Context: an optimization exercise on an open-source flow, tuned for small area. The choices shown serve that exercise and are no tape-out recipe. Function was checked by simulation only, so behaviour that the tests miss may differ from the original. Power and IR drop assume default switching activity.

==> design/flow/design.v <==
module multicycle_datapath #(
  parameter logic [31:0] RESET_PC = 32'h0000_0000
) (
  input  logic        clk,
  input  logic        reset,
  input  logic        PCWriteCondition,
  input  logic        PCWrite,
  input  logic        IorD,
  input  logic        MemRead,
  input  logic        MemWrite,
  input  logic        MemtoReg,
  input  logic        IRWrite,
  input  logic        PCSource,
  input  logic [1:0]  ALUOp,
  input  logic        ALUSrcA,
  input  logic [1:0]  ALUSrcB,
  input  logic        RegWrite,
  input  logic [31:0] mem_rdata,
  output logic [31:0] instr,
  output logic        zero,
  output logic [31:0] mem_addr,
  output logic [31:0] mem_wdata,
  output logic        mem_read,
  output logic        mem_write,
  output logic [31:0] pc
);
  localparam logic [6:0] OPC_STORE  = 7'b0100011;
  localparam logic [6:0] OPC_BRANCH = 7'b1100011;
  logic [31:0] old_pc;
  logic [31:0] ir;
  logic [31:0] mdr;
  logic [31:0] a_q;
  logic [31:0] b_q;
  logic [31:0] alu_out;
  logic [31:0] rf [1:31];
  logic [31:1] rf_valid;
  logic [4:0]  rs1;
  logic [4:0]  rs2;
  logic [4:0]  rd;
  logic [31:0] rs1_data;
  logic [31:0] rs2_data;
  logic [31:1] sel1;
  logic [31:1] sel2;
  logic [31:1] wsel;
  logic        wen;
  logic [31:0] wb_data;
  logic [31:0] imm;
  logic [31:0] op_a;
  logic [31:0] op_b;
  logic [31:0] alu_result;
  logic        pc_load;
  assign rs1 = ir[19:15];
  assign rs2 = ir[24:20];
  assign rd  = ir[11:7];
  always_comb begin
    for (int i = 1; i < 32; i++) begin
      sel1[i] = (rs1 == 5'(i)) & rf_valid[i] & ~reset;
      sel2[i] = (rs2 == 5'(i)) & rf_valid[i] & ~reset;
    end
    rs1_data = 32'd0;
    rs2_data = 32'd0;
    for (int i = 1; i < 32; i++) begin
      rs1_data = rs1_data | ({32{sel1[i]}} & rf[i]);
      rs2_data = rs2_data | ({32{sel2[i]}} & rf[i]);
    end
  end
  assign wen     = RegWrite & ~reset;
  always_comb begin
    for (int i = 1; i < 32; i++) wsel[i] = wen & (rd == 5'(i));
  end
  assign wb_data = MemtoReg ? mdr : alu_out;
  assign instr     = ir;
  assign mem_addr  = IorD ? alu_out : pc;
  assign mem_wdata = b_q;
  assign mem_read  = MemRead & ~reset;
  assign mem_write = MemWrite & ~reset;
  always_comb begin
    imm = {{20{ir[31]}}, ir[31:20]};
    if (ir[6:0] == OPC_STORE)
      imm = {{20{ir[31]}}, ir[31:25], ir[11:7]};
    else if (ir[6:0] == OPC_BRANCH)
      imm = {{19{ir[31]}}, ir[31], ir[7], ir[30:25], ir[11:8], 1'b0};
  end
  logic       f_dec;
  logic       do_sub, do_sll, do_slt, do_sltu, do_xor, do_sr, do_sra, do_or, do_and;
  logic       do_add;
  assign f_dec   = (ALUOp == 2'b10);
  assign do_sub  = (ALUOp == 2'b01) | (f_dec & (ir[14:12] == 3'b000) & ir[30]);
  assign do_add  = (ALUOp != 2'b01) & ~(f_dec & ((ir[14:12] != 3'b000) | ir[30]));
  assign do_sll  = f_dec & (ir[14:12] == 3'b001);
  assign do_slt  = f_dec & (ir[14:12] == 3'b010);
  assign do_sltu = f_dec & (ir[14:12] == 3'b011);
  assign do_xor  = f_dec & (ir[14:12] == 3'b100);
  assign do_sr   = f_dec & (ir[14:12] == 3'b101);
  assign do_sra  = do_sr & ir[30];
  assign do_or   = f_dec & (ir[14:12] == 3'b110);
  assign do_and  = f_dec & (ir[14:12] == 3'b111);
  always_comb begin
    if (ALUSrcA)
      op_a = a_q;
    else if (ALUSrcB == 2'b10)
      op_a = old_pc;
    else
      op_a = pc;
  end
  always_comb begin
    case (ALUSrcB)
      2'b00:   op_b = b_q;
      2'b01:   op_b = 32'd4;
      default: op_b = imm;
    endcase
  end
  logic        inv_b;
  logic [31:0] b_x;
  logic [32:0] sum;
  logic        lt_s, lt_u;
  assign inv_b = do_sub | do_slt | do_sltu;
  assign b_x   = op_b ^ {32{inv_b}};
  assign sum   = {1'b0, op_a} + {1'b0, b_x} + {32'd0, inv_b};
  assign lt_u  = ~sum[32];
  assign lt_s  = (op_a[31] ^ op_b[31]) ? op_a[31] : sum[31];
  logic [31:0] sh_in, sh_out, sh_rev;
  logic        sh_fill;
  always_comb begin
    for (int i = 0; i < 32; i++) sh_in[i] = do_sll ? op_a[31-i] : op_a[i];
  end
  assign sh_fill = do_sra & op_a[31];
  assign sh_out  = 32'($signed({sh_fill, sh_in}) >>> op_b[4:0]);
  always_comb begin
    for (int i = 0; i < 32; i++) sh_rev[i] = sh_out[31-i];
  end
  always_comb begin
    alu_result = ({32{do_add | do_sub}} & sum[31:0])
               | ({32{do_sll}} & sh_rev)
               | ({32{do_sr}}  & sh_out)
               | {31'd0, (do_slt & lt_s) | (do_sltu & lt_u)}
               | ({32{do_xor}} & (op_a ^ op_b))
               | ({32{do_or}}  & (op_a | op_b))
               | ({32{do_and}} & (op_a & op_b));
  end
  assign zero    = (alu_result == 32'd0);
  assign pc_load = PCWrite | (PCWriteCondition & zero);
  always_ff @(posedge clk) begin
    mdr <= mem_rdata;
    a_q <= rs1_data;
    b_q <= rs2_data;
  end
  always_ff @(posedge clk) begin
    if (reset) begin
      pc      <= RESET_PC;
      old_pc  <= 32'd0;
      ir      <= 32'd0;
      alu_out <= 32'd0;
    end else begin
      alu_out <= alu_result;
      if (IRWrite) begin
        ir     <= mem_rdata;
        old_pc <= pc;
      end
      if (pc_load) begin
        pc <= PCSource ? alu_out : alu_result;
      end
    end
  end
  always_ff @(posedge clk) begin
    if (reset) rf_valid <= '0;
    else rf_valid <= rf_valid | wsel;
  end
  always_ff @(posedge clk) begin
    for (int i = 1; i < 32; i++) begin
      if (wsel[i]) rf[i] <= wb_data;
    end
  end
endmodule
==> design/flow/run.sh <==
#!/bin/bash
# synth_recipe.tcl (not shown) runs the flow's synth.tcl, then flattens the netlist and writes it again
# the make line also repeats each setting of config.mk as NAME=value (left out here)
make -C /OpenROAD-flow-scripts/flow DESIGN_CONFIG=/design/flow/config.mk WORK_HOME=/design/flow/orfs CLKGATE_MAP_FILE= SYNTH_SCRIPT=/design/flow/synth_recipe.tcl finish
==> design/flow/config.mk <==
export PLATFORM = sky130hd
export DESIGN_NAME = multicycle_datapath
export DESIGN_NICKNAME = multicycle_datapath
export VERILOG_FILES = /design/flow/design.v
export SDC_FILE = /design/flow/constraint.sdc
export NUM_CORES = 4
export LEC_CHECK = 0
export CAP_MARGIN = 20
export CORE_MARGIN = 2
export CORE_UTILIZATION = 40
export SLEW_MARGIN = 20
==> design/flow/constraint.sdc <==
create_clock -name core_clock -period 12.0 [get_ports {clk}]
set_input_delay 2.4000 -clock core_clock [delete_from_list [all_inputs] [get_ports {clk}]]
set_output_delay 2.4000 -clock core_clock [all_outputs]
set_load 0.01 [all_outputs]
==> results.yml, run 1 <==
critical_path:
  worst-path-max-fanout: 19
  rrSetupSlack_ns: 5.04
  r2r_start: "ir[5]$_SDFFE_PP0P_"
  crit_required_ns: 9.60
  slowest_delay_ns: 0.67
  r2r-end: "pc[3]$_SDFFE_PP0P_"
  cp_top_family: "simple AND/OR/NAND/NOR gates"
  path_cells: "clkdlybuf4s50_1 > nor3b_2 > o21ai_0 > nand2_2 > buf_4 > xnor2_1 > ha_1 > a21oi_1 > a21boi_0 > o21ai_0 > a41oi_1 > o21a_1 > nor2_1 > nor4b_1 > nor3_1 > nor3_1 > and4bb_2 > and4_1 > clkdlybuf4s50_1"
  start_kind: "input pin"
  arrival_ns: 8.54
  crit_path_top_delay_cell: "a41oi_1"
  cp_num_buf_inv: 3
  end_kind: "output pin"
  ff2ff_path_depth: 21
  crit_type: "in -> out"
place:
  placed_area_um2: 62800
  dpl.hpwl_um: 176000
  port_buffers: 178
  gp_congestion: 1.09
clock_network:
  ctsHoldBuffers: 0
  htree_levels: 3
  clk_path_buf_depth: 3
  root_buffer: "clkbuf_16"
  postCtsSetupBuffers: 0
  cts_tree: "built"
  cts_sinks: 1247
  cts_buffers: 121
  clk_pin_slew_ns: 0.06
  postCtsResizedCells: 0
  clk_latency_ns: 0.79
timing:
  max_freq_ghz: 0.0914
  skew_ns: 0.0659
  tns_ns: 0
  hold_viol: 0
  slew_headroom: 0.197
  holdWs_ns: 0.487
  rsz0062_at_grt: "no"
  setup_violations: 0
  slew_violations: 0
  post-route-min-period_ns: 10.94
  period_share: 0.911
  worstMarginPinSlew_ns: 1.20
die:
  core.rowCount: 140
  dieArea_um2: 150000
  initial_core_util: 0.403
  pin_count: 179
  die_h_um: 387
  core-area_um2: 146000
  die_x_um: 387
yosys:
  synth_async_sr_flop_share: 0
  ys_warn_count: 2
  synth_ff_type: "edfxtp_1"
  yosysSeqAreaShare: 0.596
  synthDistinctLibCells: 93
  netlist_area_um2: 58600
  synth_edf_count: 992
  ys_seq_elements: 1247
  syn-num-nets: 4871
  syn_area_per_cell_um2: 12.4
  netlist_instances: 4727
worst_hold_path:
  hold_start: "rf_valid[31]$_SDFF_PP0_"
  hp-class: "reg -> reg"
  hold-path-cell-count: 2
  hold_end: "rf_valid[31]$_SDFF_PP0_"
detailed_routing:
  top_layer_used: "met5"
  routed_wirelength_um: 304000
  vias: 51300
  drc: 0
  vias_per_cell: 7.49
  drtIter0Drc: 11600
  ant_nets: 0
  dr_wl_met3_um: 50300
  wl_met2_um: 125000
  wirelength_met1_um: 98700
  wire_per_inst_um: 44.4
  drtPass1Iterations: 13
global_routing:
  grt_pass1_wl_um: 404000
  grt_pass1_vias: 47700
  track_usage: 0.391
  antenna_found_initial: 23
  grt_overflow: 0
  grt_max_degree: 76
final_layout:
  syn_to_final_growth_pct: 14.6
  nets: 4954
  fin_area_um2: 67200
  drive_above_1_share: 0.130
power_and_ir_drop:
  p_per_area_nw_per_um2: 147
  vdd_drop_max_mv: 0.136
  p_leak_nw: 23.6
flow_run:
  drv_cap: 0
outcome:
  outcome: "finished clean"
## per-stage QoR
step                power [W]  setup WS, ns  std cells   util
floorplan             0.00536          2.43       4727      -
global placement      0.00578          1.05       6603  0.431
detailed placement    0.00578          1.12       6603  0.431
CTS                   0.00985          1.10       6832  0.461
global route           0.0101         0.663       6834  0.461
finish                0.00990          1.06       6852  0.461
## synthesized netlist by cell type (all sizes together), types with 53 or more instances
cell,instances,area (um2)
nor2,300,1130
buf,89,485
o21ai,90,450
a22o,181,1590
a21oi,131,656
and3,69,432
clkbuf,314,1180
a222oi,66,661
edfxtp,992,29800
inv,83,312
mux2i,176,1770
nand3,180,906
a22oi,571,4290
ha,95,1190
mux2,116,1360
nand4,105,657
nand2,134,503
a221oi,212,1870
dfxtp,255,5100
nor3,53,270
nor2b,66,413
## routing by layer
layer	GRT usage	vias up
li1	-	19200
met1	0.455	24600
met2	0.561	5796
met3	0.169	1661
met4	0.312	12
met5	0	-
## area by class of cell
| type | count | area [um2] |
|---|---|---|
| Clock buffer | 140 | 3160 |
| Sequential cell | 1247 | 34900 |
| Clock inverter | 89 | 1150 |
| Antenna cell | 19 | 47.5 |
| Timing Repair Buffer | 365 | 3150 |
| Inverter | 84 | 315 |
| Tap cell | 1917 | 2400 |
| Multi-Input combinational cell | 2991 | 22000 |
| Fill cell | 13000 | 78400 |
## cells in the final DEF, fill, tap and decap left out, types with 51 or more instances in the layout
cell and count:
buf_4 188, nor2b_1 66, o21ai_0 86, clkdlybuf4s50_1 170, a22o_1 181, mux2_2 101
mux2i_1 175, a22oi_1 571, nand2b_1 51, a21oi_1 131, ha_1 95, a221oi_1 210
clkbuf_16 122, nand4_1 105, inv_1 80, a222oi_1 66, and3_2 61, dfxtp_1 254
nor2_1 274, edfxtp_1 992, nand2_1 133, nand3_1 179
## worst register-to-register path: cells and delay by family, from the launching register on
family,cells,cell delay (ns)
AND/OR/NAND/NOR,6,2.16
AO/OA/AOI/OAI,8,2.29
XOR/XNOR,1,0.09
multiplexers,2,0.59
adder cells (fa/ha/maj),1,0.45
flip-flops,1,0.42
buffers and inverters,3,0.86
## worst max-delay path by stage
stage | from | endpoint | cells past startpoint
after floorplan | ALUSrcB[1] | zero | 22
after global placement | ALUOp[1] | zero | 19
after detailed placement | ALUOp[1] | zero | 19
after CTS | ALUOp[1] | zero | 19
after global routing | ALUOp[1] | zero | 19
final | ALUOp[1] | zero | 19
## flip-flops by register name, indices dropped and copies added (netlist names)
name	count
a_q	32
alu_out	32
b_q	32
ir	32
mdr	32
old_pc	32
pc	32
rf	992
rf_valid	31
## power breakdown
part | switching, W | internal [W] | total (W) | leakage [nW]
combinational | 0.000596 | 0.000273 | 0.000869 | 10.4
sequential | 0.0000826 | 0.00478 | 0.00486 | 11.1
clock | 0.00178 | 0.00239 | 0.00417 | 2.07
## cells by family after synthesis
group,after synthesis,synth area share
multiplexers,295,0.0545
AO/OA/AOI/OAI,1448,0.189
AND/OR/NAND/NOR,1099,0.0980
adder cells (fa/ha/maj),96,0.0206
flip-flops,1247,0.596
XOR/XNOR,53,0.00792
buffers and inverters,489,0.0342
==> inputs of run 2 (changes only) <==
--- a/design/flow/design.v
+++ b/design/flow/design.v
@@ -52,16 +52,19 @@
   assign rs1 = ir[19:15];
   assign rs2 = ir[24:20];
   assign rd  = ir[11:7];
+  logic z1, z2;
   always_comb begin
     for (int i = 1; i < 32; i++) begin
       sel1[i] = (rs1 == 5'(i)) & rf_valid[i] & ~reset;
       sel2[i] = (rs2 == 5'(i)) & rf_valid[i] & ~reset;
     end
-    rs1_data = 32'd0;
-    rs2_data = 32'd0;
+    z1 = ~|sel1;
+    z2 = ~|sel2;
+    rs1_data = {32{~z1}};
+    rs2_data = {32{~z2}};
     for (int i = 1; i < 32; i++) begin
-      rs1_data = rs1_data | ({32{sel1[i]}} & rf[i]);
-      rs2_data = rs2_data | ({32{sel2[i]}} & rf[i]);
+      rs1_data = rs1_data & ({32{~sel1[i]}} | rf[i]);
+      rs2_data = rs2_data & ({32{~sel2[i]}} | rf[i]);
     end
   end
   assign wen     = RegWrite & ~reset;
--- a/design/flow/config.mk
+++ b/design/flow/config.mk
@@ -8,4 +8,6 @@
 export CAP_MARGIN = 20
 export CORE_MARGIN = 2
 export CORE_UTILIZATION = 40
+export CTS_CLUSTER_DIAMETER = 100
+export CTS_CLUSTER_SIZE = 24
 export SLEW_MARGIN = 20
==> run 2 against run 1 <==
Fmax shrank 5.1%. Largest power group unchanged. Still clean. Area after synthesis shrank 1.6%. Count of clock-buffer cells in the layout shrank 38. Sequential share of layout area grew 2.2 points. Non-clock buffer count grew 27. Register-to-register slack lost 0.16 ns.
==> results.yml, run 2 <==
yosys:
  yosysTopAreaCell: "edfxtp_1"
  synth_ff_type: "edfxtp_1"
  netlist_area_um2: 57700
  synth_async_sr_flop_share: 0
  yosysSeqAreaShare: 0.605
  synth_top_cells_by_count: "edfxtp_1 (992), o22ai_1 (982), nor2_1 (522), clkbuf_1 (282), dfxtp_1 (255)"
  ys_warn_count: 2
  netlist_instances: 4967
  synth_edf_count: 992
  synthTopCellsByArea: "edfxtp_1 (52%), o22ai_1 (11%), dfxtp_1 (8.8%), mux2i_1 (3.5%), nor2_1 (3.4%)"
  yosysMostFrequentCell: "edfxtp_1"
  ys_seq_elements: 1247
  syn_area_per_cell_um2: 11.6
  syn-num-nets: 5111
  yosysTopAreaCellShare: 0.516
  synthDistinctLibCells: 93
detailed_routing:
  drtIter0Drc: 12000
  drtPass1Iterations: 10
  routed_wirelength_um: 308000
  vias: 52700
  wire_per_inst_um: 43.8
  ant_nets: 0
  vias_per_cell: 7.50
  drc: 0
timing:
  setup_violations: 0
  post-route-min-period_ns: 11.52
  max_freq_ghz: 0.0868
  slew_violations: 0
  worstMarginPinSlew_ns: 1.35
  slew_headroom: 0.0980
  skew_ns: 0.0435
  rsz0062_at_grt: "no"
  setup_slack_ns: 0.480
  hold_viol: 0
  tns_ns: 0
  period_share: 0.960
place:
  gp_congestion: 1.06
  dpl.hpwl_um: 188000
  placed_area_um2: 62600
  port_buffers: 178
  place_ws_ns: 0.760
die:
  initial_core_util: 0.403
  die_h_um: 384
  die_x_um: 384
  pin_count: 179
  dieArea_um2: 147000
  core-area_um2: 143000
  core.rowCount: 139
global_routing:
  grt_pass1_vias: 48300
  grt_pass1_wl_um: 409000
  antenna_found_initial: 19
  grt_overflow: 0
  track_usage: 0.403
  grt_max_degree: 70
worst_hold_path:
  hp-class: "reg -> reg"
final_layout:
  syn_to_final_growth_pct: 11.6
  drive_above_1_share: 0.102
  final_common_cell: "edfxtp_1"
  nets: 5212
  regArea_um2: 34900
  multi_input_area_um2: 21600
  largest_register: "rf"
  largest_register_ff_count: 992
  layout_common_cells: "edfxtp_1 (992), o22ai_1 (982), nor2_1 (497)"
  fin_area_um2: 64400
  fillers: 13200
power_and_ir_drop:
  clock_power_share: 0.297
  netSwitchingFraction: 0.264
  p_leak_nw: 22.0
  power.switching_w: 0.00217
  sequentialPowerShare: 0.592
  p_per_area_nw_per_um2: 127
  vdd_drop_max_mv: 0.150
  internal-power_w: 0.00603
  total_power_w: 0.00819
  comb_power_share: 0.111
clock_network:
  postCtsResizedCells: 0
  postCtsSetupBuffers: 0
  cts_sinks: 1247
  clk_latency_ns: 0.78
  htree_levels: 2
  cts_tree: "built"
  cts_buffers: 60
  clk_pin_slew_ns: 0.08
  ctsHoldBuffers: 0
  root_buffer: "clkbuf_16"
  clk_path_buf_depth: 3
critical_path:
  arrival_ns: 9.12
  crit_required_ns: 9.60
  start_kind: "input pin"
  crit_type: "in -> out"
  worst-path-max-fanout: 28
  end_kind: "output pin"
  cp_num_buf_inv: 4
  cp_top_family: "simple AND/OR/NAND/NOR gates"
  slowest_delay_ns: 0.62
  crit_path_top_delay_cell: "nor3b_2"
  path_cells: "clkdlybuf4s50_1 > nor3b_2 > o21ai_0 > nand2_2 > buf_4 > xnor2_1 > ha_1 > a211o_1 > a21oi_1 > o211ai_1 > a211oi_1 > o21ai_0 > xnor2_1 > o21ai_0 > nor3_1 > nand4_1 > nor4_1 > buf_4 > and3_1 > clkdlybuf4s50_1"
  cp_common_cell: "o21ai_0"
outcome:
  outcome: "finished clean"
flow_run:
  drv_cap: 0
[run 2: cell types whose count changed in the layout (fill, tap and decap cells not counted), moves of 61 or more]
cell       previous run  this run
nor4_1                9       155
nor2_1              274       497
a22o_1              181         2
o22ai_1              23       982
a222oi_1             66         1
and3_2               61         0
a22oi_1             571        18
clkbuf_16           122        61
nand3_1             179       115
nand2_1             133       198
a221oi_1            210         6
[run 2: power groups by stage]
stage          Combinational [W]  Clock (W)  Sequential (W)
2_1_floorplan           0.000469          0         0.00490
3_3_place_gp            0.000870          0         0.00495
3_5_place_dp            0.000869          0         0.00495
4_1_cts                 0.000872    0.00242         0.00485
5_1_grt                 0.000932    0.00256         0.00485
6_report                0.000906    0.00243         0.00485
[run 2: worst min-delay path: stages, from the launching register on]
cell and delay, ns:
dfxtp_1 0.33, mux2i_1 0.06, nor2_1 0.07
[run 2: per-stage QoR]
step           hold slack (ns)  instances  utilization
3_3_place_gp             0.466       6909        0.436
2_1_floorplan            0.452       4967            -
4_1_cts                  0.497       7020        0.449
3_5_place_dp             0.479       6909        0.436
5_1_grt                  0.523       7020        0.449
6_report                 0.491       7029        0.449
[run 2: cell type report]
cell class	count	share of cell area
Sequential cell	1247	0.542
Multi-Input combinational cell	3274	0.335
Timing Repair Buffer	392	0.0521
Tap cell	1903	0.0370
Clock buffer	102	0.0261
Inverter	93	0.00546
Clock inverter	9	0.00198
Antenna cell	9	0.000350
[run 2: final timing paths]
| kind | slack [ns] | to | depth (start not counted) | start |
|---|---|---|---|---|
| worst max register to register | 4.88 | pc[0]$_SDFFE_PP0P_ | 16 | ir[13]$_SDFFE_PP0P_ |
| worst min-delay path | 0.49 | old_pc[13]$_SDFFE_PP0P_ | 2 | old_pc[13]$_SDFFE_PP0P_ |
| worst max-delay path | 0.48 | zero | 20 | ALUOp[1] |
| worst min register to register | 0.49 | old_pc[13]$_SDFFE_PP0P_ | 2 | old_pc[13]$_SDFFE_PP0P_ |
[run 2: routing by layer]
metal  share of wire  vias to the layer above  GRT usage
met1            0.32                    25200      0.472
li1                -                    19900          -
met2            0.41                     5772      0.589
met4            0.10                       22      0.320
met3            0.16                     1800      0.156
met5         0.00070                        -   0.000650
[run 2: kinds of logic (layout without fill, tap and decap cells)]
group | Yosys count | after routing | share of synthesized area
fa+ha+maj | 96 | 96 | 0.0210
compound gates | 1449 | 1449 | 0.166
xor+xnor | 56 | 56 | 0.00850
buf+inv | 446 | 596 | 0.0308
flops | 1247 | 1247 | 0.605
simple gates | 1388 | 1388 | 0.117
mux | 285 | 285 | 0.0519
other cells | 0 | 9 | 0
==> inputs of run 3 (changes only) <==
==> design/flow/flow/run.sh (new file) <==
#!/bin/bash
# The standard layout (standard.sh: the standard synthesis and ORFS
# flow), with two changes: the clock tree uses larger sink clusters and no
# dummy loads, and the port buffers are buf_1.
cp standard.sh standard_sh.log
export CTS_ARGS="-sink_clustering_enable -repair_clock_nets -dont_use_dummy_load -sink_clustering_size 24 -sink_clustering_max_diameter 100"
export BUFFER_PORTS_ARGS="-buffer_cell sky130_fd_sc_hd__buf_1"
bash standard.sh > standard.log 2>&1
==> design/flow/standard.sh (new file) <==
#!/bin/bash
# synth_recipe.tcl (not shown) runs the flow's synth.tcl, then flattens the netlist and writes it again
# the make line also repeats each setting of config.mk as NAME=value (left out here)
make -C /OpenROAD-flow-scripts/flow DESIGN_CONFIG=/design/flow/config.mk WORK_HOME=/design/flow/orfs CLKGATE_MAP_FILE= SYNTH_SCRIPT=/design/flow/synth_recipe.tcl "${@:-finish}"
--- a/design/flow/config.mk
+++ b/design/flow/config.mk
@@ -8,6 +8,4 @@
 export CAP_MARGIN = 20
 export CORE_MARGIN = 2
 export CORE_UTILIZATION = 40
-export CTS_CLUSTER_DIAMETER = 100
-export CTS_CLUSTER_SIZE = 24
 export SLEW_MARGIN = 20
removed: design/flow/run.sh
==> run 3 against run 2 <==
Cell area shrank 1.8%. Highest routed layer unchanged. Sequential cell count did not move. Global-route usage increased by 0.64 points.
==> results.yml, run 3 <==
outcome:
  outcome: "finished clean"
yosys:
  yosysSeqAreaShare: 0.605
  syn-num-nets: 5111
  netlist_instances: 4967
  ys_seq_elements: 1247
  yosysMostFrequentCell: "edfxtp_1"
  syn_area_per_cell_um2: 11.6
  yosysTopAreaCell: "edfxtp_1"
  yosysTopAreaCellShare: 0.516
  synth_ff_type: "edfxtp_1"
  synth_edf_count: 992
  synth_async_sr_flop_share: 0
  ys_warn_count: 2
  synth_top_cells_by_count: "edfxtp_1 (992), o22ai_1 (982), nor2_1 (522), clkbuf_1 (282), dfxtp_1 (255)"
  synthDistinctLibCells: 93
  synthTopCellsByArea: "edfxtp_1 (52%), o22ai_1 (11%), dfxtp_1 (8.8%), mux2i_1 (3.5%), nor2_1 (3.4%)"
  netlist_area_um2: 57700
place:
  port_buffers: 178
  place_ws_ns: 1.44
  placed_area_um2: 61500
  dpl.hpwl_um: 191000
  gp_congestion: 1.09
global_routing:
  grt_pass1_vias: 48600
  grt_pass1_wl_um: 413000
  grt_overflow: 0
  track_usage: 0.409
  antenna_found_initial: 30
  grt_max_degree: 67
final_layout:
  fillers: 13300
  final_common_cell: "edfxtp_1"
  nets: 5217
  fin_area_um2: 63200
  largest_register_ff_count: 992
  regArea_um2: 34900
  multi_input_area_um2: 21600
  drive_above_1_share: 0.101
  syn_to_final_growth_pct: 9.60
  utilization: 0.441
  largest_register: "rf"
  layout_common_cells: "edfxtp_1 (992), o22ai_1 (982), nor2_1 (497)"
die:
  core.rowCount: 139
  initial_core_util: 0.403
  core-area_um2: 143000
  die_x_um: 384
  pin_count: 179
  die_h_um: 384
  dieArea_um2: 147000
timing:
  tns_ns: 0
  post-route-min-period_ns: 10.82
  worstMarginPinSlew_ns: 1.27
  slew_violations: 0
  skew_ns: 0.126
  holdWs_ns: 0.492
  period_share: 0.902
  rsz0062_at_grt: "no"
  slew_headroom: 0.146
  max_freq_ghz: 0.0924
  hold_viol: 0
  setup_slack_ns: 1.18
  setup_violations: 0
detailed_routing:
  vias_per_cell: 7.60
  ant_nets: 0
  drc: 0
  vias: 53200
  drtPass1Iterations: 10
  routed_wirelength_um: 313000
  drtIter0Drc: 12100
  wire_per_inst_um: 44.7
critical_path:
  end_kind: "output pin"
  crit_required_ns: 9.60
  ff2ff_path_depth: 19
  worst-path-max-fanout: 29
  crit_type: "in -> out"
  arrival_ns: 8.42
  start_kind: "input pin"
worst_hold_path:
  hp-class: "reg -> reg"
  hold-path-cell-count: 2
clock_network:
  postCtsResizedCells: 0
  htree_levels: 3
  clk_latency_ns: 0.74
  clk_pin_slew_ns: 0.03
  ctsHoldBuffers: 0
  cts_sinks: 1247
  postCtsSetupBuffers: 0
  cts_buffers: 66
  cts_tree: "built"
  root_buffer: "clkbuf_16"
  clk_path_buf_depth: 3
power_and_ir_drop:
  vdd_drop_max_mv: 0.116
  p_per_area_nw_per_um2: 128
  p_leak_nw: 21.6
flow_run:
  drv_cap: 0
[run 3: cell counts after synthesis]
Identical to the previous run, type by type.
[run 3: path summary, 6_finish.rpt]
check	startpoint	slack, ns	to
worst min-delay path	old_pc[14]$_SDFFE_PP0P_	0.49	old_pc[14]$_SDFFE_PP0P_
worst min register to register	old_pc[14]$_SDFFE_PP0P_	0.49	old_pc[14]$_SDFFE_PP0P_
worst max register to register	ir[12]$_SDFFE_PP0P_	4.99	pc[25]$_SDFFE_PP0P_
worst max-delay path	ALUOp[1]	1.18	zero
[run 3: cells by family after synthesis]
family                     share of synthesized area
AOI/OAI and AO/OA                              0.166
and+or+nand+nor                                0.117
DFF                                            0.605
buffers and inverters                         0.0308
muxes                                         0.0519
adders and majority gates                     0.0210
xor gates and xnor gates                     0.00850
[run 3: cell type report]
class / instances / area share
multi-input combinational: 3274 / 0.341
tap: 1903 / 0.0377
antenna: 20 / 0.000792
clock buffer: 66 / 0.0261
inverter: 93 / 0.00556
sequential: 1247 / 0.552
timing repair buffer: 391 / 0.0369
[run 3: worst max-delay path: stages]
cell and delay, ns:
buf_1 0.17, nor3b_2 0.42, o21ai_0 0.38, nand2_2 0.29
buf_4 0.48, xnor2_1 0.15, ha_1 0.39, a21oi_1 0.33
nand3_1 0.18, a311oi_1 0.63, nor3b_1 0.19, xnor2_1 0.25
o221ai_1 0.16, a211oi_1 0.54, nand4_1 0.17, nor4_1 0.75
and3_1 0.31, buf_1 0.19
[run 3: power breakdown]
part | switching [W] | leakage, nW | internal, W
registers | 0.0000854 | 11.1 | 0.00478
clock network | 0.00141 | 0.813 | 0.000986
logic | 0.000625 | 9.66 | 0.000227
[run 3: metrics by stage]
stage,total power (W),instances
final,0.00811,6994
after global routing,0.00824,6976
after CTS,0.00804,6974
after detailed placement,0.00576,6908
after global placement,0.00577,6907
after floorplan,0.00537,4967
[run 3: layer usage]
metal | vias up | share of wire | track usage
met3 | 1896 | 0.16 | 0.158
met5 | - | 0.00065 | 0.00682
li1 | 19800 | - | -
met1 | 25400 | 0.32 | 0.482
met4 | 20 | 0.11 | 0.338
met2 | 6060 | 0.41 | 0.590
==> inputs of run 4 (changes only) <==
--- a/design/flow/design.v
+++ b/design/flow/design.v
@@ -114,12 +114,310 @@
     endcase
   end
   logic        inv_b;
-  logic [31:0] b_x;
+  logic [31:0] b_x, p, g;
+  logic [32:0] g0, p0, cy;
   logic [32:0] sum;
   logic        lt_s, lt_u;
   assign inv_b = do_sub | do_slt | do_sltu;
   assign b_x   = op_b ^ {32{inv_b}};
-  assign sum   = {1'b0, op_a} + {1'b0, b_x} + {32'd0, inv_b};
+  assign p     = op_a ^ b_x;
+  assign g     = op_a & b_x;
+  assign g0    = {g, inv_b};
+  assign p0    = {p, 1'b0};
+  logic cg0;
+  logic cg1;
+  logic cp1;
+  logic cg2;
+  logic cp2;
+  logic cg3;
+  logic cp3;
+  logic cg4;
+  logic cp4;
+  logic cg5;
+  logic cp5;
+  logic cg6;
+  logic cp6;
+  logic cg7;
+  logic cp7;
+  logic cg8;
+  logic cp8;
+  logic cg9;
+  logic cp9;
+  logic cg10;
+  logic cp10;
+  logic cg11;
+  logic cp11;
+  logic cg12;
+  logic cp12;
+  logic cg13;
+  logic cp13;
+  logic cg14;
+  logic cp14;
+  logic cg15;
+  logic cp15;
+  logic cg16;
+  logic cg17;
+  logic cg18;
+  logic cp18;
+  logic cg19;
+  logic cp19;
+  logic cg20;
+  logic cp20;
+  logic cg21;
+  logic cp21;
+  logic cg22;
+  logic cp22;
+  logic cg23;
+  logic cp23;
+  logic cg24;
+  logic cp24;
+  logic cg25;
+  logic cp25;
+  logic cg26;
+  logic cp26;
+  logic cg27;
+  logic cp27;
+  logic cg28;
+  logic cp28;
+  logic cg29;
+  logic cp29;
+  logic cg30;
+  logic cp30;
+  logic cg31;
+  logic cp31;
+  logic cg32;
+  logic cg33;
+  logic cg34;
+  logic cg35;
+  logic cg36;
+  logic cp36;
+  logic cg37;
+  logic cp37;
+  logic cg38;
+  logic cp38;
+  logic cg39;
+  logic cp39;
+  logic cg40;
+  logic cp40;
+  logic cg41;
+  logic cp41;
+  logic cg42;
+  logic cp42;
+  logic cg43;
+  logic cp43;
+  logic cg44;
+  logic cp44;
+  logic cg45;
+  logic cp45;
+  logic cg46;
+  logic cp46;
+  logic cg47;
+  logic cp47;
+  logic cg48;
+  logic cg49;
+  logic cg50;
+  logic cg51;
+  logic cg52;
+  logic cg53;
+  logic cg54;
+  logic cg55;
+  logic cg56;
+  logic cp56;
+  logic cg57;
+  logic cp57;
+  logic cg58;
+  logic cp58;
+  logic cg59;
+  logic cp59;
+  logic cg60;
+  logic cp60;
+  logic cg61;
+  logic cp61;
+  logic cg62;
+  logic cp62;
+  logic cg63;
+  logic cp63;
+  logic cg64;
+  logic cg65;
+  logic cg66;
+  logic cg67;
+  logic cg68;
+  logic cg69;
+  logic cg70;
+  logic cg71;
+  logic cg72;
+  logic cg73;
+  logic cg74;
+  logic cg75;
+  logic cg76;
+  logic cg77;
+  logic cg78;
+  logic cg79;
+  logic cg80;
+  assign cg0 = g0[1] | (p0[1] & g0[0]);
+  assign cg1 = g0[3] | (p0[3] & g0[2]);
+  assign cp1 = p0[3] & p0[2];
+  assign cg2 = g0[5] | (p0[5] & g0[4]);
+  assign cp2 = p0[5] & p0[4];
+  assign cg3 = g0[7] | (p0[7] & g0[6]);
+  assign cp3 = p0[7] & p0[6];
+  assign cg4 = g0[9] | (p0[9] & g0[8]);
+  assign cp4 = p0[9] & p0[8];
+  assign cg5 = g0[11] | (p0[11] & g0[10]);
+  assign cp5 = p0[11] & p0[10];
+  assign cg6 = g0[13] | (p0[13] & g0[12]);
+  assign cp6 = p0[13] & p0[12];
+  assign cg7 = g0[15] | (p0[15] & g0[14]);
+  assign cp7 = p0[15] & p0[14];
+  assign cg8 = g0[17] | (p0[17] & g0[16]);
+  assign cp8 = p0[17] & p0[16];
+  assign cg9 = g0[19] | (p0[19] & g0[18]);
+  assign cp9 = p0[19] & p0[18];
+  assign cg10 = g0[21] | (p0[21] & g0[20]);
+  assign cp10 = p0[21] & p0[20];
+  assign cg11 = g0[23] | (p0[23] & g0[22]);
+  assign cp11 = p0[23] & p0[22];
+  assign cg12 = g0[25] | (p0[25] & g0[24]);
+  assign cp12 = p0[25] & p0[24];
+  assign cg13 = g0[27] | (p0[27] & g0[26]);
+  assign cp13 = p0[27] & p0[26];
+  assign cg14 = g0[29] | (p0[29] & g0[28]);
+  assign cp14 = p0[29] & p0[28];
+  assign cg15 = g0[31] | (p0[31] & g0[30]);
+  assign cp15 = p0[31] & p0[30];
+  assign cg16 = g0[2] | (p0[2] & cg0);
+  assign cg17 = cg1 | (cp1 & cg0);
+  assign cg18 = g0[6] | (p0[6] & cg2);
+  assign cp18 = p0[6] & cp2;
+  assign cg19 = cg3 | (cp3 & cg2);
+  assign cp19 = cp3 & cp2;
+  assign cg20 = g0[10] | (p0[10] & cg4);
+  assign cp20 = p0[10] & cp4;
+  assign cg21 = cg5 | (cp5 & cg4);
+  assign cp21 = cp5 & cp4;
+  assign cg22 = g0[14] | (p0[14] & cg6);
+  assign cp22 = p0[14] & cp6;
+  assign cg23 = cg7 | (cp7 & cg6);
+  assign cp23 = cp7 & cp6;
+  assign cg24 = g0[18] | (p0[18] & cg8);
+  assign cp24 = p0[18] & cp8;
+  assign cg25 = cg9 | (cp9 & cg8);
+  assign cp25 = cp9 & cp8;
+  assign cg26 = g0[22] | (p0[22] & cg10);
+  assign cp26 = p0[22] & cp10;
+  assign cg27 = cg11 | (cp11 & cg10);
+  assign cp27 = cp11 & cp10;
+  assign cg28 = g0[26] | (p0[26] & cg12);
+  assign cp28 = p0[26] & cp12;
+  assign cg29 = cg13 | (cp13 & cg12);
+  assign cp29 = cp13 & cp12;
+  assign cg30 = g0[30] | (p0[30] & cg14);
+  assign cp30 = p0[30] & cp14;
+  assign cg31 = cg15 | (cp15 & cg14);
+  assign cp31 = cp15 & cp14;
+  assign cg32 = g0[4] | (p0[4] & cg17);
+  assign cg33 = cg2 | (cp2 & cg17);
+  assign cg34 = cg18 | (cp18 & cg17);
+  assign cg35 = cg19 | (cp19 & cg17);
+  assign cg36 = g0[12] | (p0[12] & cg21);
+  assign cp36 = p0[12] & cp21;
+  assign cg37 = cg6 | (cp6 & cg21);
+  assign cp37 = cp6 & cp21;
+  assign cg38 = cg22 | (cp22 & cg21);
+  assign cp38 = cp22 & cp21;
+  assign cg39 = cg23 | (cp23 & cg21);
+  assign cp39 = cp23 & cp21;
+  assign cg40 = g0[20] | (p0[20] & cg25);
+  assign cp40 = p0[20] & cp25;
+  assign cg41 = cg10 | (cp10 & cg25);
+  assign cp41 = cp10 & cp25;
+  assign cg42 = cg26 | (cp26 & cg25);
+  assign cp42 = cp26 & cp25;
+  assign cg43 = cg27 | (cp27 & cg25);
+  assign cp43 = cp27 & cp25;
+  assign cg44 = g0[28] | (p0[28] & cg29);
+  assign cp44 = p0[28] & cp29;
+  assign cg45 = cg14 | (cp14 & cg29);
+  assign cp45 = cp14 & cp29;
+  assign cg46 = cg30 | (cp30 & cg29);
+  assign cp46 = cp30 & cp29;
+  assign cg47 = cg31 | (cp31 & cg29);
+  assign cp47 = cp31 & cp29;
+  assign cg48 = g0[8] | (p0[8] & cg35);
+  assign cg49 = cg4 | (cp4 & cg35);
+  assign cg50 = cg20 | (cp20 & cg35);
+  assign cg51 = cg21 | (cp21 & cg35);
+  assign cg52 = cg36 | (cp36 & cg35);
+  assign cg53 = cg37 | (cp37 & cg35);
+  assign cg54 = cg38 | (cp38 & cg35);
+  assign cg55 = cg39 | (cp39 & cg35);
+  assign cg56 = g0[24] | (p0[24] & cg43);
+  assign cp56 = p0[24] & cp43;
+  assign cg57 = cg12 | (cp12 & cg43);
+  assign cp57 = cp12 & cp43;
+  assign cg58 = cg28 | (cp28 & cg43);
+  assign cp58 = cp28 & cp43;
+  assign cg59 = cg29 | (cp29 & cg43);
+  assign cp59 = cp29 & cp43;
+  assign cg60 = cg44 | (cp44 & cg43);
+  assign cp60 = cp44 & cp43;
+  assign cg61 = cg45 | (cp45 & cg43);
+  assign cp61 = cp45 & cp43;
+  assign cg62 = cg46 | (cp46 & cg43);
+  assign cp62 = cp46 & cp43;
+  assign cg63 = cg47 | (cp47 & cg43);
+  assign cp63 = cp47 & cp43;
+  assign cg64 = g0[16] | (p0[16] & cg55);
+  assign cg65 = cg8 | (cp8 & cg55);
+  assign cg66 = cg24 | (cp24 & cg55);
+  assign cg67 = cg25 | (cp25 & cg55);
+  assign cg68 = cg40 | (cp40 & cg55);
+  assign cg69 = cg41 | (cp41 & cg55);
+  assign cg70 = cg42 | (cp42 & cg55);
+  assign cg71 = cg43 | (cp43 & cg55);
+  assign cg72 = cg56 | (cp56 & cg55);
+  assign cg73 = cg57 | (cp57 & cg55);
+  assign cg74 = cg58 | (cp58 & cg55);
+  assign cg75 = cg59 | (cp59 & cg55);
+  assign cg76 = cg60 | (cp60 & cg55);
+  assign cg77 = cg61 | (cp61 & cg55);
+  assign cg78 = cg62 | (cp62 & cg55);
+  assign cg79 = cg63 | (cp63 & cg55);
+  assign cg80 = g0[32] | (p0[32] & cg79);
+  assign cy[0] = g0[0];
+  assign cy[1] = cg0;
+  assign cy[2] = cg16;
+  assign cy[3] = cg17;
+  assign cy[4] = cg32;
+  assign cy[5] = cg33;
+  assign cy[6] = cg34;
+  assign cy[7] = cg35;
+  assign cy[8] = cg48;
+  assign cy[9] = cg49;
+  assign cy[10] = cg50;
+  assign cy[11] = cg51;
+  assign cy[12] = cg52;
+  assign cy[13] = cg53;
+  assign cy[14] = cg54;
+  assign cy[15] = cg55;
+  assign cy[16] = cg64;
+  assign cy[17] = cg65;
+  assign cy[18] = cg66;
+  assign cy[19] = cg67;
+  assign cy[20] = cg68;
+  assign cy[21] = cg69;
+  assign cy[22] = cg70;
+  assign cy[23] = cg71;
+  assign cy[24] = cg72;
+  assign cy[25] = cg73;
+  assign cy[26] = cg74;
+  assign cy[27] = cg75;
+  assign cy[28] = cg76;
+  assign cy[29] = cg77;
+  assign cy[30] = cg78;
+  assign cy[31] = cg79;
+  assign cy[32] = cg80;
+  assign sum   = {cy[32], p ^ cy[31:0]};
   assign lt_u  = ~sum[32];
   assign lt_s  = (op_a[31] ^ op_b[31]) ? op_a[31] : sum[31];
   logic [31:0] sh_in, sh_out, sh_rev;
@@ -137,9 +435,9 @@
                | ({32{do_sll}} & sh_rev)
                | ({32{do_sr}}  & sh_out)
                | {31'd0, (do_slt & lt_s) | (do_sltu & lt_u)}
-               | ({32{do_xor}} & (op_a ^ op_b))
-               | ({32{do_or}}  & (op_a | op_b))
-               | ({32{do_and}} & (op_a & op_b));
+               | ({32{do_xor}} & p)
+               | ({32{do_or}}  & (p | g))
+               | ({32{do_and}} & g);
   end
   assign zero    = (alu_result == 32'd0);
   assign pc_load = PCWrite | (PCWriteCondition & zero);
==> design/flow/flow/run.sh (replaced) <==
#!/bin/bash
# The standard layout (standard.sh: the standard synthesis and ORFS
# flow), with two changes: the clock tree uses clkbuf_8 sink buffers with
# larger clusters and no dummy loads, and the port buffers are buf_1.
cp standard.sh standard_sh.log
export CTS_ARGS="-sink_clustering_enable -repair_clock_nets -dont_use_dummy_load -sink_clustering_size 16 -sink_clustering_max_diameter 60 -buf_list sky130_fd_sc_hd__clkbuf_8"
export BUFFER_PORTS_ARGS="-buffer_cell sky130_fd_sc_hd__buf_1"
bash standard.sh > standard.log 2>&1
==> run 4 against run 3 <==
Clock skew is 0.0053 ns higher. Worst setup slack lost 0.82 ns. Sequential power barely moved. Sequential share of layout area increased by 1.1 points. Cell area shrank 2.0%. Clock power decreased by about 10%. Routed wire length decreased by 4.3%. Largest cell class unchanged. Highest routed layer unchanged.
==> results.yml, run 4 <==
outcome:
  outcome: "finished clean"
timing:
  tns_ns: 0
  hold_viol: 0
  skew_ns: 0.131
  period_share: 0.970
  slew_headroom: 0.0732
  holdWs_ns: 0.491
  max_freq_ghz: 0.0859
  rsz0062_at_grt: "no"
  slew_violations: 0
  setup_violations: 0
  worstMarginPinSlew_ns: 1.38
  post-route-min-period_ns: 11.64
clock_network:
  cts_buffers: 102
  root_buffer: "clkbuf_8"
  htree_levels: 3
  clk_latency_ns: 0.91
  clk_pin_slew_ns: 0.07
  clk_path_buf_depth: 3
  postCtsResizedCells: 0
  ctsHoldBuffers: 0
  postCtsSetupBuffers: 0
  cts_sinks: 1247
  cts_tree: "built"
die:
  dieArea_um2: 145000
  die_x_um: 381
  die_h_um: 381
  pin_count: 179
  core.rowCount: 138
  initial_core_util: 0.402
  core-area_um2: 141000
yosys:
  synth_ff_type: "edfxtp_1"
  synth_async_sr_flop_share: 0
  synth_top_cells_by_count: "edfxtp_1 (992), o22ai_1 (968), nor2_1 (517), clkbuf_1 (286), dfxtp_1 (255)"
  syn-num-nets: 4929
  synthDistinctLibCells: 109
  ys_warn_count: 2
  yosysTopAreaCell: "edfxtp_1"
  yosysMostFrequentCell: "edfxtp_1"
  yosysSeqAreaShare: 0.615
  netlist_instances: 4812
  synth_edf_count: 992
  syn_area_per_cell_um2: 11.8
  ys_seq_elements: 1247
  synthTopCellsByArea: "edfxtp_1 (52%), o22ai_1 (11%), dfxtp_1 (9.0%), nor2_1 (3.4%), mux2i_1 (2.7%)"
  yosysTopAreaCellShare: 0.525
  netlist_area_um2: 56800
global_routing:
  grt_overflow: 0
  grt_pass1_wl_um: 396000
  grt_pass1_vias: 47100
  track_usage: 0.394
  grt_max_degree: 121
  antenna_found_initial: 18
final_layout:
  syn_to_final_growth_pct: 9.07
  layout_common_cells: "edfxtp_1 (992), o22ai_1 (968), nor2_1 (490)"
  layout.cells.non_filler: 6847
  largest_register_ff_count: 992
  final_common_cell: "edfxtp_1"
  largest_register: "rf"
  nets: 5066
  drive_above_1_share: 0.113
detailed_routing:
  ant_nets: 0
  drtPass1Iterations: 17
  routed_wirelength_um: 299000
  drc: 0
  drtIter0Drc: 12000
  vias: 51700
  vias_per_cell: 7.55
  wire_per_inst_um: 43.7
critical_path:
  worst-path-max-fanout: 17
  arrival_ns: 9.24
  crit_type: "in -> out"
  rrSetupSlack_ns: 3.73
  crit_required_ns: 9.60
  start_kind: "input pin"
  end_kind: "output pin"
place:
  port_buffers: 178
  dpl.hpwl_um: 174000
  gp_congestion: 1.03
  dp_cells: 6735
worst_hold_path:
  hp-class: "reg -> reg"
flow_run:
  drv_cap: 0
power_and_ir_drop:
  vdd_drop_max_mv: 0.0754
  p_per_area_nw_per_um2: 127
  p_leak_nw: 20.6
-- run 4: cell count changes after synthesis, moves of 22 or more --
| cell | previous run | this run |
|---|---|---|
| mux2i_1 | 202 | 151 |
| nand3_1 | 168 | 137 |
| a221oi_2 | 32 | 4 |
| ha_1 | 95 | 64 |
| o21ai_0 | 93 | 60 |
| nand2_1 | 200 | 161 |
| nand2b_1 | 19 | 44 |
| nor2b_1 | 53 | 75 |
| nor4_1 | 158 | 185 |
| a221o_1 | 1 | 31 |
-- run 4: logic make-up after synthesis --
group / count (synthesis) / share of synthesized area
simple gates: 1381 / 0.122
compound gates: 1405 / 0.163
mux: 249 / 0.0483
fa+ha+maj: 70 / 0.0160
buf+inv: 416 / 0.0294
flops: 1247 / 0.615
xor+xnor: 44 / 0.00679
-- run 4: routing by layer --
metal | GRT usage | up-vias | wire length [um]
met3 | 0.171 | 1723 | 51800
met1 | 0.479 | 24800 | 98700
li1 | - | 19300 | -
met2 | 0.555 | 5902 | 120000
met5 | 0.00463 | - | 229
met4 | 0.285 | 20 | 28900
-- run 4: report_power, final --
| group | switching, W | internal [W] |
|---|---|---|
| clock | 0.00139 | 0.000754 |
| combinational | 0.000605 | 0.000235 |
| sequential | 0.0000740 | 0.00478 |
-- run 4: path summary, 6_finish.rpt --
check,end,start,depth (start not counted)
hold reg to reg,old_pc[28]$_SDFFE_PP0P_,old_pc[28]$_SDFFE_PP0P_,2
setup / recovery,zero,ALUOp[1],27
hold / removal,old_pc[28]$_SDFFE_PP0P_,old_pc[28]$_SDFFE_PP0P_,2
setup reg to reg,pc[12]$_SDFFE_PP0P_,ir[5]$_SDFFE_PP0P_,25
-- run 4: area by class of cell --
class,count,area (um2)
Sequential cell,1247,34900
Clock buffer,102,1400
Antenna cell,10,25.0
Multi-Input combinational cell,3149,20800
Tap cell,1890,2360
Timing Repair Buffer,373,2170
Fill cell,13200,79300
Inverter,76,285
-- run 4: critical path, stage by stage --
cell and delay (ns):
buf_1 0.17, nor3b_2 0.42, o21ai_0 0.27, nand2_2 0.38
buf_12 0.24, xor2_1 0.45, ha_1 0.26, and2_1 0.15
o221ai_1 0.14, a22oi_1 0.28, buf_4 0.21, nand3b_1 0.08
a21oi_1 0.25, nor3_4 0.06, o21ai_0 0.24, o31a_1 0.28
a21o_1 0.19, fa_1 0.42, a221oi_1 0.29, nand2_1 0.11
a211oi_2 0.41, buf_4 0.20, and2_1 0.12, nand4_1 0.38
nor4_4 0.44, and3_1 0.21, buf_1 0.15
-- run 4: through the flow --
| stage | instance area, um2 | util | setup slack, ns | total power, W |
|---|---|---|---|---|
| after floorplan | 56800 | - | 1.24 | 0.00537 |
| after global placement | 60500 | 0.428 | 0.421 | 0.00575 |
| after detailed placement | 60500 | 0.428 | 0.380 | 0.00575 |
| after CTS | 61900 | 0.438 | 0.332 | 0.00778 |
| after global routing | 61900 | 0.438 | 0.0653 | 0.00799 |
| final | 61900 | 0.439 | 0.358 | 0.00784 |
==> inputs of run 5 (changes only) <==
==> design/flow/flow/run.sh (replaced) <==
#!/bin/bash
# The standard layout (standard.sh) with three changes:
#  - synthesis is synth_recipe.tcl unchanged except that ABC maps with
#    flow/abc_map.script: ORFS's abc_speed.script with "&nf -R 100 -p"
#    (area recovery allowed to relax delay) in place of "&nf";
#  - the clock tree uses clkbuf_8 sink buffers, larger clusters and no dummy
#    loads;
#  - the port buffers are buf_1.
set -euo pipefail
W=$PWD
cp standard.sh standard_sh.log
{
  echo "set ::env(MY_ABC_SCRIPT) $W/flow/abc_map.script"
  echo 'proc abc {args} {'
  echo '  set i [lsearch $args -script]'
  echo '  if {$i >= 0} { set args [lreplace $args [expr {$i+1}] [expr {$i+1}] $::env(MY_ABC_SCRIPT)] }'
  echo '  yosys abc {*}$args'
  echo '}'
  cat synth_recipe.tcl
} > my_synth.tcl
sed "s|SYNTH_SCRIPT=[^ ]*synth_recipe.tcl|SYNTH_SCRIPT=$W/my_synth.tcl|" standard.sh > my_standard.sh
grep -q "SYNTH_SCRIPT=$W/my_synth.tcl" my_standard.sh
export CTS_ARGS="-sink_clustering_enable -repair_clock_nets -dont_use_dummy_load -sink_clustering_size 16 -sink_clustering_max_diameter 60 -buf_list sky130_fd_sc_hd__clkbuf_8"
export BUFFER_PORTS_ARGS="-buffer_cell sky130_fd_sc_hd__buf_1"
bash my_standard.sh > standard.log 2>&1
==> design/flow/flow/abc_map.script (new file) <==
&get -n
&st
&dch
&nf -R 100 -p
&st
&syn2
&if -g -K 6
&synch2
&nf -R 100 -p
&st
&syn2
&if -g -K 6
&synch2
&nf -R 100 -p
&st
&syn2
&if -g -K 6
&synch2
&nf -R 100 -p
&st
&syn2
&if -g -K 6
&synch2
&nf -R 100 -p
&st
&syn2
&if -g -K 6
&synch2
&nf -R 100 -p
&put
buffer -c
topo
stime -c
upsize -c
dnsize -c
==> run 5 against run 4 <==
Combinational power increased by 23%. Worst hold slack improved by 0.015 ns. Cell area decreased by 1.6%. Worst setup slack improved by 0.076 ns. Critical path depth increased by 5. Global-route usage increased by 0.45 points. Sequential cell count unchanged. Critical path type unchanged. Critical endpoint unchanged. Largest cell class unchanged. Largest power group unchanged.
==> results.yml, run 5 <==
outcome:
  outcome: "finished clean"
timing:
  slew_violations: 0
  worstMarginPinSlew_ns: 1.33
  hold_viol: 0
  rsz0062_at_grt: "no"
  slew_headroom: 0.103
  tns_ns: 0
  setup_violations: 0
  post-route-min-period_ns: 11.57
  max_freq_ghz: 0.0865
  period_share: 0.964
  skew_ns: 0.124
final_layout:
  layout_common_cells: "edfxtp_1 (992), o22ai_1 (985), nor2_1 (550)"
  final_common_cell: "edfxtp_1"
  drive_above_1_share: 0.109
  fin_area_um2: 60900
  largest_register: "rf"
  largest_register_ff_count: 992
  nets: 5073
  syn_to_final_growth_pct: 8.98
global_routing:
  antenna_found_initial: 12
  grt_max_degree: 73
  grt_pass1_vias: 47100
  track_usage: 0.399
  grt_overflow: 0
  grt_pass1_wl_um: 390000
yosys:
  synth_ff_type: "edfxtp_1"
  syn_area_per_cell_um2: 11.6
  netlist_area_um2: 55900
  synth_async_sr_flop_share: 0
  yosysMostFrequentCell: "edfxtp_1"
  synth_fa_ha_area_frac: 0.0163
  synth_edf_count: 992
  ys_warn_count: 2
  syn-num-nets: 4942
  ys_seq_elements: 1247
  yosysTopAreaCell: "edfxtp_1"
  synthDistinctLibCells: 89
  synthSimpleGateAreaFrac: 0.113
  synth_top_family_by_area: "compound AO/OA/AOI/OAI gates"
  yosysTopAreaCellShare: 0.533
  synthXorXnorAreaFrac: 0.00705
  synth.area.mux_share: 0.0403
  synth_top_cells_by_count: "edfxtp_1 (992), o22ai_1 (985), nor2_1 (574), clkbuf_1 (264), dfxtp_1 (255)"
  synthTopCellsByArea: "edfxtp_1 (53%), o22ai_1 (11%), dfxtp_1 (9.1%), nor2_1 (3.9%), mux2i_1 (2.5%)"
  synth_compound_area_frac: 0.168
  netlist_instances: 4825
  yosysSeqAreaShare: 0.624
critical_path:
  slowest_delay_ns: 0.49
  cp_top_family: "compound AO/OA/AOI/OAI gates"
  crit_type: "in -> out"
  cp_num_buf_inv: 3
  cp_common_cell: "nand2_1"
  crit_path_top_delay_cell: "or4_1"
  end_kind: "output pin"
  r2r_start: "ir[14]$_SDFFE_PP0P_"
  worst-path-stages: 32
  rrSetupSlack_ns: 3.57
  worst-path-max-fanout: 16
  r2r-end: "pc[26]$_SDFFE_PP0P_"
  arrival_ns: 9.17
  crit_required_ns: 9.60
  start_kind: "input pin"
  ff2ff_path_depth: 32
detailed_routing:
  drc: 0
  vias_per_cell: 7.45
  vias: 51000
  wire_per_inst_um: 43.0
  routed_wirelength_um: 294000
  drtIter0Drc: 11800
  ant_nets: 0
  drtPass1Iterations: 12
worst_hold_path:
  hold_start: "old_pc[13]$_SDFFE_PP0P_"
  hold_end: "old_pc[13]$_SDFFE_PP0P_"
  hold-path-cell-count: 2
  hp-class: "reg -> reg"
clock_network:
  cts_tree: "built"
  cts_buffers: 103
  clk_pin_slew_ns: 0.07
  ctsHoldBuffers: 0
  root_buffer: "clkbuf_8"
  htree_levels: 3
  cts_sinks: 1247
  clk_path_buf_depth: 3
  clk_latency_ns: 0.88
die:
  die_x_um: 378
  initial_core_util: 0.402
  core-area_um2: 139000
  core.rowCount: 137
  pin_count: 179
  dieArea_um2: 143000
  die_h_um: 378
power_and_ir_drop:
  p_per_area_nw_per_um2: 133
  vdd_drop_max_mv: 0.0839
  total_power_w: 0.00810
  p_leak_nw: 20.4
flow_run:
  drv_cap: 0
place:
  dpl.hpwl_um: 168000
  port_buffers: 178
  placed_area_um2: 59400
  gp_congestion: 1.06
-- run 5: cell count changes after synthesis, moves of 20 or more --
cell,previous run,this run
o21ai_1,2,40
clkbuf_1,286,264
nand2_1,161,225
nor2_1,517,574
o21ai_0,60,93
nor2b_1,75,21
a22oi_1,23,3
nand2b_1,44,21
a221o_1,31,3
nor4bb_1,20,0
a21oi_1,113,156
-- run 5: tightest hold or removal path: cells and delay by family (launching register included) --
family / cells / cell delay [ns]
simple gates: 1 / 0.07
flops: 1 / 0.33
mux: 1 / 0.07
-- run 5: worst max-delay path by stage --
| stage | start | endpoint | slack [ns] |
|---|---|---|---|
| global placement | ALUOp[1] | zero | 0.56 |
| global route | ALUOp[1] | zero | 0.03 |
| floorplan | ALUSrcB[1] | zero | 1.28 |
| detailed placement | ALUOp[1] | zero | 0.50 |
| CTS | ALUOp[1] | zero | 0.45 |
| finish | ALUOp[1] | zero | 0.43 |
-- run 5: what timing repair did --
action / in CTS / in global routing
hold endpoints to repair: 0 / 0
gates resized for setup: 0 / 1
endpoints found under the setup margin: 0 / 1
setup buffers: 0 / 0
-- run 5: power by group --
group	internal, W	switching [W]	total, W
combinational	0.000276	0.000756	0.00103
clock	0.000761	0.00139	0.00215
sequential	0.00482	0.000101	0.00492
total	0.00585	0.00225	0.00810
-- run 5: kinds of logic after synthesis --
logic type,count (synthesis)
compound gates,1478
simple gates,1362
flops,1247
buf+inv,410
mux,213
fa+ha+maj,70
xor+xnor,45
-- run 5: final cells by class --
type / instances / area, um2
fill: 13000 / 78300
sequential: 1247 / 34900
multi-input combinational: 3168 / 19900
tap: 1876 / 2350
timing repair buffer: 359 / 2070
clock buffer: 103 / 1420
inverter: 77 / 289
antenna: 16 / 40.0
-- run 5: layer usage --
metal	wire length (um)	vias up	share of wire	GRT usage
met3	51500	1751	0.18	0.182
met4	28700	14	0.098	0.299
met5	217	-	0.00074	0.00309
met1	97000	24400	0.33	0.480
li1	-	19200	-	-
met2	117000	5700	0.40	0.555
-- run 5: metrics by stage --
stage          setup WS [ns]   util  hold WS, ns  cells
5_1_grt               0.0294  0.437        0.536   6833
4_1_cts                0.451  0.437        0.501   6830
3_5_place_dp           0.504  0.427        0.482   6727
3_3_place_gp           0.558  0.427        0.476   6727
6_report               0.435  0.438        0.507   6846
2_1_floorplan           1.28      -        0.460   4825
==> inputs of run 6 (changes only) <==
--- a/design/flow/flow/run.sh
+++ b/design/flow/flow/run.sh
@@ -1,8 +1,9 @@
 #!/bin/bash
 # The standard layout (standard.sh) with three changes:
 #  - synthesis is synth_recipe.tcl unchanged except that ABC maps with
-#    flow/abc_map.script: ORFS's abc_speed.script with "&nf -R 100 -p"
-#    (area recovery allowed to relax delay) in place of "&nf";
+#    flow/abc_map.script: ORFS's abc_speed.script with its middle part
+#    replaced by three rounds of "&st; &dch; &nf -R 100 -p" (area recovery
+#    allowed to relax delay);
 #  - the clock tree uses clkbuf_8 sink buffers, larger clusters and no dummy
 #    loads;
 #  - the port buffers are buf_1.
==> design/flow/flow/abc_map.script (replaced) <==
strash
dch
map -B 0.9
topo
stime -c
buffer -c
upsize -c
dnsize -c
&get -n
&st
&dch
&nf -R 100 -p
&st
&dch
&nf -R 100 -p
&st
&dch
&nf -R 100 -p
&put
buffer -c
topo
stime -c
upsize -c
dnsize -c
==> run 6 against run 5 <==
Total power decreased by 0.56%. Area after synthesis decreased by 1.7%. Fmax increased by 0.50%. Sequential cell count unchanged. Worst setup slack improved by 0.058 ns.
==> results.yml, run 6 <==
detailed_routing:
  wire_per_inst_um: 43.6
  drtPass1Iterations: 14
  routed_wirelength_um: 291000
  vias_per_cell: 7.47
  ant_nets: 0
  drtIter0Drc: 11600
  vias: 49900
  drc: 0
yosys:
  synthTopCellsByArea: "edfxtp_1 (54%), o22ai_1 (11%), dfxtp_1 (9.3%), nor2_1 (4.0%), clkbuf_1 (2.0%)"
  yosysTopAreaCellShare: 0.542
  yosysTopAreaCell: "edfxtp_1"
  synth_edf_count: 992
  syn-num-nets: 4829
  yosysMostFrequentCell: "edfxtp_1"
  synth_async_sr_flop_share: 0
  synth_top_cells_by_count: "edfxtp_1 (992), o22ai_1 (951), nor2_1 (579), clkbuf_1 (291), dfxtp_1 (255)"
  netlist_area_um2: 54900
  yosysSeqAreaShare: 0.635
  syn_area_per_cell_um2: 11.7
  synth_ff_type: "edfxtp_1"
  synthDistinctLibCells: 75
  netlist_instances: 4712
  ys_warn_count: 2
  ys_seq_elements: 1247
global_routing:
  track_usage: 0.398
  grt_max_degree: 90
  grt_overflow: 0
  grt_pass1_vias: 45900
  antenna_found_initial: 24
  grt_pass1_wl_um: 385000
critical_path:
  crit_required_ns: 9.60
  cp_num_buf_inv: 5
  start_kind: "input pin"
  ff2ff_path_depth: 35
  end_kind: "output pin"
  worst-path-max-fanout: 10
  arrival_ns: 9.11
  slowest_delay_ns: 0.50
  crit_path_top_delay_cell: "fa_1"
  cp_top_family: "compound AO/OA/AOI/OAI gates"
  crit_type: "in -> out"
  worst-path-stages: 35
timing:
  tns_ns: 0
  worstMarginPinSlew_ns: 1.33
  slew_violations: 0
  max_freq_ghz: 0.0869
  hold_viol: 0
  rsz0062_at_grt: "no"
  post-route-min-period_ns: 11.51
  period_share: 0.959
  slew_headroom: 0.108
  setup_violations: 0
  skew_ns: 0.0809
final_layout:
  final_common_cell: "edfxtp_1"
  syn_to_final_growth_pct: 9.52
  largest_register_ff_count: 992
  drive_above_1_share: 0.113
  layout.cells.non_filler: 6678
  largest_register: "rf"
  nets: 4996
  layout_common_cells: "edfxtp_1 (992), o22ai_1 (951), nor2_1 (569)"
  fillers: 12500
worst_hold_path:
  hp-class: "reg -> reg"
  hold-path-cell-count: 2
outcome:
  outcome: "finished clean"
place:
  port_buffers: 178
  dpl.hpwl_um: 169000
  gp_congestion: 1.04
  dp_cells: 6552
clock_network:
  clk_pin_slew_ns: 0.06
  cts_tree: "built"
  root_buffer: "clkbuf_8"
  clk_path_buf_depth: 3
  htree_levels: 3
  ctsHoldBuffers: 0
  cts_buffers: 98
  clk_latency_ns: 0.88
  cts_sinks: 1247
die:
  core-area_um2: 136000
  initial_core_util: 0.404
  core.rowCount: 135
  die_x_um: 375
  die_h_um: 375
  dieArea_um2: 140000
  pin_count: 179
power_and_ir_drop:
  vdd_drop_max_mv: 0.0827
  p_per_area_nw_per_um2: 134
  p_leak_nw: 20.2
flow_run:
  drv_cap: 0
[run 6: cell types whose count changed in the layout (fill, tap and decap cells not counted), moves of 36 or more]
cell,before,now
buf_4,178,214
nor2b_1,21,84
a21oi_1,153,105
nand2_1,224,178
nor3_1,96,137
mux2i_1,140,95
[run 6: final timing paths]
| path | from | end | slack [ns] |
|---|---|---|---|
| setup reg to reg | ir[14]$_SDFFE_PP0P_ | pc[16]$_SDFFE_PP0P_ | 3.89 |
| setup / recovery | ALUOp[1] | zero | 0.49 |
| hold reg to reg | old_pc[7]$_SDFFE_PP0P_ | old_pc[7]$_SDFFE_PP0P_ | 0.49 |
| hold / removal | old_pc[7]$_SDFFE_PP0P_ | old_pc[7]$_SDFFE_PP0P_ | 0.49 |
[run 6: tightest hold or removal path, cell delays in order (launching register included)]
cell and delay (ns):
dfxtp_1 0.31, nor2_1 0.08, nor3_1 0.05
[run 6: cell type report]
cell class	instances	area, um2	share of cell area
clock buffers	98	1350	0.0224
inverters	75	282	0.00468
diodes	20	50.0	0.000832
well taps	1781	2230	0.0370
repair buffers	396	2370	0.0393
multi-input cells	3061	19000	0.316
flip-flops and latches	1247	34900	0.580
[run 6: repair_timing]
action,in CTS,in global routing
gates resized for setup,0,2
endpoints found under the setup margin,0,1
setup buffers,0,7
[run 6: cell families (layout without fill, tap and decap cells)]
kind of cell | count (synthesis) | after routing | share of synthesized area
simple gates | 1444 | 1445 | 0.124
flops | 1247 | 1247 | 0.635
fa+ha+maj | 70 | 70 | 0.0166
other cells | 0 | 20 | 0
xor+xnor | 44 | 44 | 0.00701
mux | 160 | 160 | 0.0306
buf+inv | 405 | 569 | 0.0294
compound gates | 1342 | 1342 | 0.157
[run 6: routing by layer]
metal / GRT usage / part of all wire / vias to the layer above
met2: 0.565 / 0.40 / 5617
met4: 0.295 / 0.097 / 24
li1: - / - / 18700
met5: 0.0237 / 0.0012 / -
met1: 0.483 / 0.33 / 23900
met3: 0.161 / 0.17 / 1655
[run 6: where the power goes]
| part | switching [W] | internal [W] | total, W |
|---|---|---|---|
| clock | 0.00140 | 0.000727 | 0.00212 |
| sequential | 0.0000991 | 0.00483 | 0.00493 |
| combinational | 0.000732 | 0.000269 | 0.00100 |
| total | 0.00223 | 0.00583 | 0.00806 |
[run 6: per-stage QoR]
step | area (um2) | utilization | power [W] | hold slack [ns] | setup slack [ns]
2_1_floorplan | 54900 | - | 0.00552 | 0.460 | 1.45
3_3_place_gp | 58700 | 0.431 | 0.00597 | 0.474 | 0.442
3_5_place_dp | 58700 | 0.432 | 0.00598 | 0.479 | 0.430
4_1_cts | 60000 | 0.442 | 0.00798 | 0.487 | 0.416
5_1_grt | 60100 | 0.442 | 0.00822 | 0.513 | 0.0164
6_report | 60200 | 0.443 | 0.00806 | 0.489 | 0.492

afterwards: timing with drivers on the ports:
How much do the figures lean on ideal ports? The routed layouts below were timed once more, with nothing changed but the port constraints.
Step 1 (the two cells are an assumption about what drives the block):
set clk [get_ports {clk}]
set_driving_cell -lib_cell sky130_fd_sc_hd__clkbuf_16 $clk
set_driving_cell -lib_cell sky130_fd_sc_hd__buf_2 [delete_from_list [all_inputs] $clk]
Step 2 times the ports against the registers' clock, not the clock port: input delays grow and output delays shrink by t, the midpoint of the rising clock arrivals with the driver on.
Slacks: ideal / step 1 / step 2; pairs: ideal / step 1.
run | shift t [ns] | setup slack, ns | worst register clock-pin slew, ns
run 1 | 0.841 | 1.064 / 0.995 / 0.995 | 0.07 / 0.07
run 2 | 0.842 | 0.480 / 0.445 / 0.445 | 0.11 / 0.11
run 3 | 0.759 | 1.178 / 1.147 / 1.147 | 0.11 / 0.11
run 4 | 0.911 | 0.358 / 0.294 / 0.294 | 0.11 / 0.11
run 5 | 0.900 | 0.435 / 0.411 / 0.411 | 0.11 / 0.11
run 6 | 0.929 | 0.492 / 0.472 / 0.472 | 0.11 / 0.11
After both steps setup and hold are still met in every run listed. For run 1, which loses most, drivers alone change the setup slack by -0.069 ns; drivers and shift together by -0.069 ns.
